This is an optimization exercise on Yosys and OpenROAD, whose aim is small area and a short achievable clock period, not a production implementation. Function was checked by simulation only, so behaviour that the tests miss may differ from the original. No activity file was given, so power comes from the tool's default toggle rates.

== job 5223 ==
Design datapath_cw_sequencer, start of the top module:
module datapath_cw_sequencer #(
  parameter int unsigned DEPTH       = 16,
  parameter int unsigned HOLD_CYCLES = 2,
  parameter logic [24:0] NOP_CW      = 25'd0
) (
  input  logic        clock,
  input  logic        reset,
  input  logic        push_valid,
  output logic        push_ready,
  input  logic [24:0] push_cw,
  input  logic [63:0] push_const,
  input  logic [1:0]  push_op,
  input  logic        go,
  input  logic [3:0]  status,
  output logic [24:0] ControlWord,
  output logic [63:0] constant,
  output logic        busy,
  output logic        done,
  output logic [15:0] issue_count
);
Size in the first run: ~210 I/O pins, ~58,000 sq um of cells after synthesis.
Settings: LEC_CHECK=0, CAP_MARGIN=20, CORE_MARGIN=2, CORE_UTILIZATION=60, CTS_CLUSTER_DIAMETER=60, CTS_CLUSTER_SIZE=30, PLACE_DENSITY=0.75, SETUP_SLACK_MARGIN=2.8, SLEW_MARGIN=20, TNS_END_PERCENT=100; clock period 5.0 ns.
standard.sh (not shown) runs the stock make flow with config.mk's settings and CLKGATE_MAP_FILE= SYNTH_SCRIPT=/design/flow/synth_recipe.tcl, a recipe that flattens the netlist after the stock synthesis.
==> flow/flow/run.sh <==
#!/bin/bash
set -euo pipefail
bash standard.sh MATCH_CELL_FOOTPRINT=0 "BUFFER_PORTS_ARGS=-buffer_cell sky130_fd_sc_hd__buf_2" \
  "CTS_ARGS=-sink_clustering_enable -repair_clock_nets -sink_clustering_size 30 -sink_clustering_max_diameter 60 -dont_use_dummy_load" \
  finish > flow_make.log 2>&1
diff inputs: job 5223 => job 4719
Settings: CORE_UTILIZATION: 60 -> 65; SETUP_SLACK_MARGIN: 2.8 -> 2.7; PLACE_DENSITY: 0.75 -> 0.8.
Findings:
Job 4719: critical path depth is 4 higher than what job 5223 reported.
Job 4719 does worse than job 5223 on shortest period the worst path allows.
Looking at launching element of the worst setup path, the rd_oh_q[0] result is from job 4719; the const_q[55] one comes from job 5223.
Compared with job 5223, job 4719 shows a higher sequential share of layout area.
> inputs changed (job 4719 -> job 6876)
Settings: a change of SETUP_SLACK_MARGIN from 2.7 to 2.9.
--- outcome ---
Per the comparison of job 6876 with job 4719, power dissipated by switching net loads shows an increase of about 1.4%, via count shows an increase of 553, routed wire length on met3 shows an increase of about 16%. Diff job 4719 -> job 6876: area overhead of the layout relative to synthesis went up; worst endpoint required time went down. Per the comparison of job 6876 with job 4719, final critical-path setup slack up 0.052 ns, shortest clock period the worst path allows after layout down 0.052 ns, number of fill cells in the layout down 188.
[inputs] job 2640 vs job 6876
Settings: SETUP_SLACK_MARGIN changed from 2.9 to 2.8.
In terms of post-detailed-placement cell area, job 2640 and job 6876 differ only marginally. Summary of job 2640 over job 6876: count of hold buffers inserted by post-cts repair level, number of multi-input logic gates level. In the reports for job 2640 and job 6876, the smaller logic depth of the worst path, buffers included belongs to job 6876. Looking at non-clock buffering overhead in the final layout, job 2640 sits 1.7 points lower than job 6876 does. The fraction of standard cell area in multi-input logic of job 2640 exceeds that of job 6876 by 0.17 points. Of the two candidates, job 6876 has the worse cell area and job 2640 the better one.

* * *

The RTL this note starts from:
==> flow/design.v <==
module datapath_cw_sequencer #(
  parameter int unsigned DEPTH       = 16,
  parameter int unsigned HOLD_CYCLES = 2,
  parameter logic [24:0] NOP_CW      = 25'd0
) (
  input  logic        clock,
  input  logic        reset,
  input  logic        push_valid,
  output logic        push_ready,
  input  logic [24:0] push_cw,
  input  logic [63:0] push_const,
  input  logic [1:0]  push_op,
  input  logic        go,
  input  logic [3:0]  status,
  output logic [24:0] ControlWord,
  output logic [63:0] constant,
  output logic        busy,
  output logic        done,
  output logic [15:0] issue_count
);
  localparam int unsigned CW = $clog2(DEPTH + 1);
  localparam int unsigned HW = $clog2(HOLD_CYCLES + 1);
  localparam int unsigned DW = 89;
  localparam logic [1:0] OpNormal = 2'b00;
  localparam logic [1:0] OpHold   = 2'b01;
  localparam logic [1:0] OpSkip   = 2'b10;
  localparam logic [1:0] OpHalt   = 2'b11;
  typedef enum logic [1:0] {StIdle, StRun, StHold, StSkip} state_e;
  logic [DW-1:0] mem_data [DEPTH];
  logic [1:0]    mem_op   [DEPTH];
  logic [DEPTH-1:0] wr_oh_q, rd_oh_q, rd_oh_nx;
  logic [CW-1:0]    count_q, count_d, count_inc, count_dec;
  logic             count_is1, count_is15, empty_d, ready_d;
  logic [15:0]      cnt_inc;
  logic             empty_q, ready_q, busy_q;
  logic [1:0]       head_op_q, head_op_d, next_op;
  logic             push_en, pop;
  state_e        state_q, state_d;
  logic [24:0]   cw_q, cw_d;
  logic [63:0]   const_q, const_d;
  logic          done_q, done_d;
  logic [15:0]   cnt_q;
  logic [HW-1:0] hcnt_q, hcnt_d;
  logic          issued_q, issue;
  logic [3:0]    status_q;
  logic [2:0]    skip_sel_q, skip_sel_d;
  logic          skip_cond, take;
  logic [DW-1:0] head_data;
  logic [24:0]   head_cw;
  logic [63:0]   head_const;
  assign push_ready = ready_q;
  assign push_en    = push_valid && ready_q;
  assign rd_oh_nx   = {rd_oh_q[DEPTH-2:0], rd_oh_q[DEPTH-1]};
  assign count_inc  = count_q + CW'(1);
  assign count_dec  = count_q - CW'(1);
  assign count_is1  = (count_q == CW'(1));
  assign count_is15 = (count_q == CW'(DEPTH - 1));
  assign cnt_inc    = cnt_q + 16'd1;
  always_comb begin
    head_data = '0;
    next_op   = '0;
    for (int i = 0; i < DEPTH; i++) begin
      head_data = head_data | (mem_data[i] & {DW{rd_oh_q[i]}});
      next_op   = next_op   | (mem_op[i]   & {2{rd_oh_nx[i]}});
    end
  end
  assign {head_const, head_cw} = head_data;
  logic auto_q, skst_q, skc_q, iss_ok_q, drop;
  logic [3:0] status_d;
  assign skip_cond = skc_q;
  always_comb begin
    state_d    = state_q;
    done_d     = 1'b0;
    hcnt_d     = hcnt_q;
    pop        = 1'b0;
    skip_sel_d = skip_sel_q;
    take  = auto_q | (!busy_q & go) | (skst_q & !skip_cond);
    drop  = skst_q & skip_cond;
    issue = take & iss_ok_q;
    if (take || drop) begin
      if (empty_q) begin
        state_d = StIdle;
        done_d  = 1'b1;
      end else begin
        pop = 1'b1;
        if (drop) begin
          state_d = StRun;
        end else begin
          case (head_op_q)
            OpNormal: begin
              state_d = StRun;
              hcnt_d  = HW'(HOLD_CYCLES);
            end
            OpHold: begin
              state_d = StHold;
              hcnt_d  = HW'(HOLD_CYCLES);
            end
            OpSkip: begin
              state_d    = StSkip;
              skip_sel_d = head_const[2:0];
            end
            default: begin  
              state_d = StIdle;
              done_d  = 1'b1;
            end
          endcase
        end
      end
    end else if (state_q == StHold) begin
      hcnt_d = hcnt_q - 1'b1;
    end
    status_d = issued_q ? status : status_q;
    cw_d    = issue ? head_cw : NOP_CW;
    const_d = issue ? head_const : const_q;
    unique case ({push_en, pop})
      2'b10:   count_d = count_inc;
      2'b01:   count_d = count_dec;
      default: count_d = count_q;
    endcase
    empty_d = (push_en == pop) ? empty_q : (pop && count_is1);
    ready_d = (push_en == pop) ? ready_q : (pop || !count_is15);
    if (pop) head_op_d = count_is1 ? push_op : next_op;
    else     head_op_d = empty_q ? push_op : head_op_q;
  end
  always_ff @(posedge clock) begin
    for (int i = 0; i < DEPTH; i++) begin
      if (ready_q && wr_oh_q[i]) begin
        mem_data[i] <= {push_const, push_cw};
        mem_op[i]   <= push_op;
      end
    end
  end
  always_ff @(posedge clock) begin
    if (reset) begin
      wr_oh_q    <= DEPTH'(1);
      rd_oh_q    <= DEPTH'(1);
      count_q    <= '0;
      empty_q    <= 1'b1;
      ready_q    <= 1'b1;
      busy_q     <= 1'b0;
      head_op_q  <= '0;
      state_q    <= StIdle;
      cw_q       <= NOP_CW;
      const_q    <= '0;
      done_q     <= 1'b0;
      cnt_q      <= '0;
      hcnt_q     <= '0;
      issued_q   <= 1'b0;
      status_q   <= '0;
      skip_sel_q <= '0;
      auto_q     <= 1'b0;
      skst_q     <= 1'b0;
      skc_q      <= 1'b0;
      iss_ok_q   <= 1'b0;
    end else begin
      if (push_en) wr_oh_q <= {wr_oh_q[DEPTH-2:0], wr_oh_q[DEPTH-1]};
      if (pop)     rd_oh_q <= rd_oh_nx;
      count_q    <= count_d;
      empty_q    <= empty_d;
      ready_q    <= ready_d;
      busy_q     <= (state_d != StIdle);
      head_op_q  <= head_op_d;
      state_q    <= state_d;
      cw_q       <= cw_d;
      const_q    <= const_d;
      done_q     <= done_d;
      if (issue) cnt_q <= cnt_inc;
      hcnt_q     <= hcnt_d;
      issued_q   <= issue;
      skip_sel_q <= skip_sel_d;
      status_q   <= status_d;
      auto_q     <= (state_d == StRun) || (state_d == StHold && hcnt_d == '0);
      skst_q     <= (state_d == StSkip);
      skc_q      <= status_d[skip_sel_d[1:0]] ^ skip_sel_d[2];
      iss_ok_q   <= !empty_d && !head_op_d[1];
    end
  end
  assign ControlWord = cw_q;
  assign constant    = const_q;
  assign done        = done_q;
  assign issue_count = cnt_q;
  assign busy        = busy_q;
endmodule
==> flow/config.mk <==
export PLATFORM = sky130hd
export DESIGN_NAME = datapath_cw_sequencer
export DESIGN_NICKNAME = datapath_cw_sequencer
export VERILOG_FILES = /design/flow/design.v
export SDC_FILE = /design/flow/constraint.sdc
export NUM_CORES = 4
export LEC_CHECK = 0
export CAP_MARGIN = 20
export CORE_MARGIN = 2
export CORE_UTILIZATION = 55
export CTS_CLUSTER_DIAMETER = 60
export CTS_CLUSTER_SIZE = 30
export PLACE_DENSITY = 0.7
export SETUP_SLACK_MARGIN = 2.6
export SLEW_MARGIN = 20
export TNS_END_PERCENT = 10
==> flow/constraint.sdc <==
create_clock -name core_clock -period 5.0 [get_ports {clock}]
set_input_delay 1.0000 -clock core_clock [delete_from_list [all_inputs] [get_ports {clock}]]
set_output_delay 1.0000 -clock core_clock [all_outputs]
set_load 0.01 [all_outputs]
==> flow/flow/run.sh <==
#!/bin/bash
set -euo pipefail
bash standard.sh MATCH_CELL_FOOTPRINT=0 "BUFFER_PORTS_ARGS=-buffer_cell sky130_fd_sc_hd__buf_2" finish > flow_make.log 2>&1
Rerun with:
==> flow/flow/run.sh (replaced) <==
#!/bin/bash
set -euo pipefail
bash standard.sh MATCH_CELL_FOOTPRINT=0 "BUFFER_PORTS_ARGS=-buffer_cell sky130_fd_sc_hd__buf_2" \
  "CTS_ARGS=-sink_clustering_enable -repair_clock_nets -sink_clustering_size 30 -sink_clustering_max_diameter 60 -dont_use_dummy_load" \
  finish > flow_make.log 2>&1
- CORE_UTILIZATION: 55 -> 65
- PLACE_DENSITY: 0.7 -> 0.8
- SETUP_SLACK_MARGIN: 2.6 -> 2.8
Wire length increases by 0.35%.
Sequential power stays flat.
Cell count decreases by 6.6%.
Worst hold slack hardly moves.

## what the ideal ports hide
Ports are ideal in the flow. The routed layouts listed here were re-timed in OpenROAD. Step 1, drivers: a clkbuf_16 drives clock and a buf_2 each remaining input, both assumed. Step 2 moves the port delays by t, midway between the first and last clock arrival at a register: inputs arrive t later, outputs are due t later. That takes back most of the time a late clock gives input paths. Slacks: no drivers / after step 1 / after step 2; pairs: no drivers / after step 1.
run	shift t [ns]	slack for setup (ns)	hold slack, ns	clock arrival spread, ns
job 5223	0.751	2.752 / 2.679 / 2.067	0.484 / 0.484 / 0.484	0.077 / 0.076
job 4719	0.711	2.682 / 2.645 / 2.061	0.495 / 0.495 / 0.495	0.095 / 0.095
job 6876	0.708	2.734 / 2.684 / 2.059	0.501 / 0.501 / 0.501	0.083 / 0.083
job 2640	0.714	2.768 / 2.750 / 2.095	0.483 / 0.483 / 0.483	0.080 / 0.080
the first run of note 2	0.784	2.556 / 2.484 / 1.934	0.455 / 0.455 / 0.455	0.052 / 0.052
the second run of note 2	0.723	2.586 / 2.586 / 2.038	0.454 / 0.454 / 0.454	0.079 / 0.079
After both steps every run listed still meets setup and hold. For job 5223, which loses most, drivers alone change the setup slack by -0.073 ns; drivers and shift together by -0.685 ns.
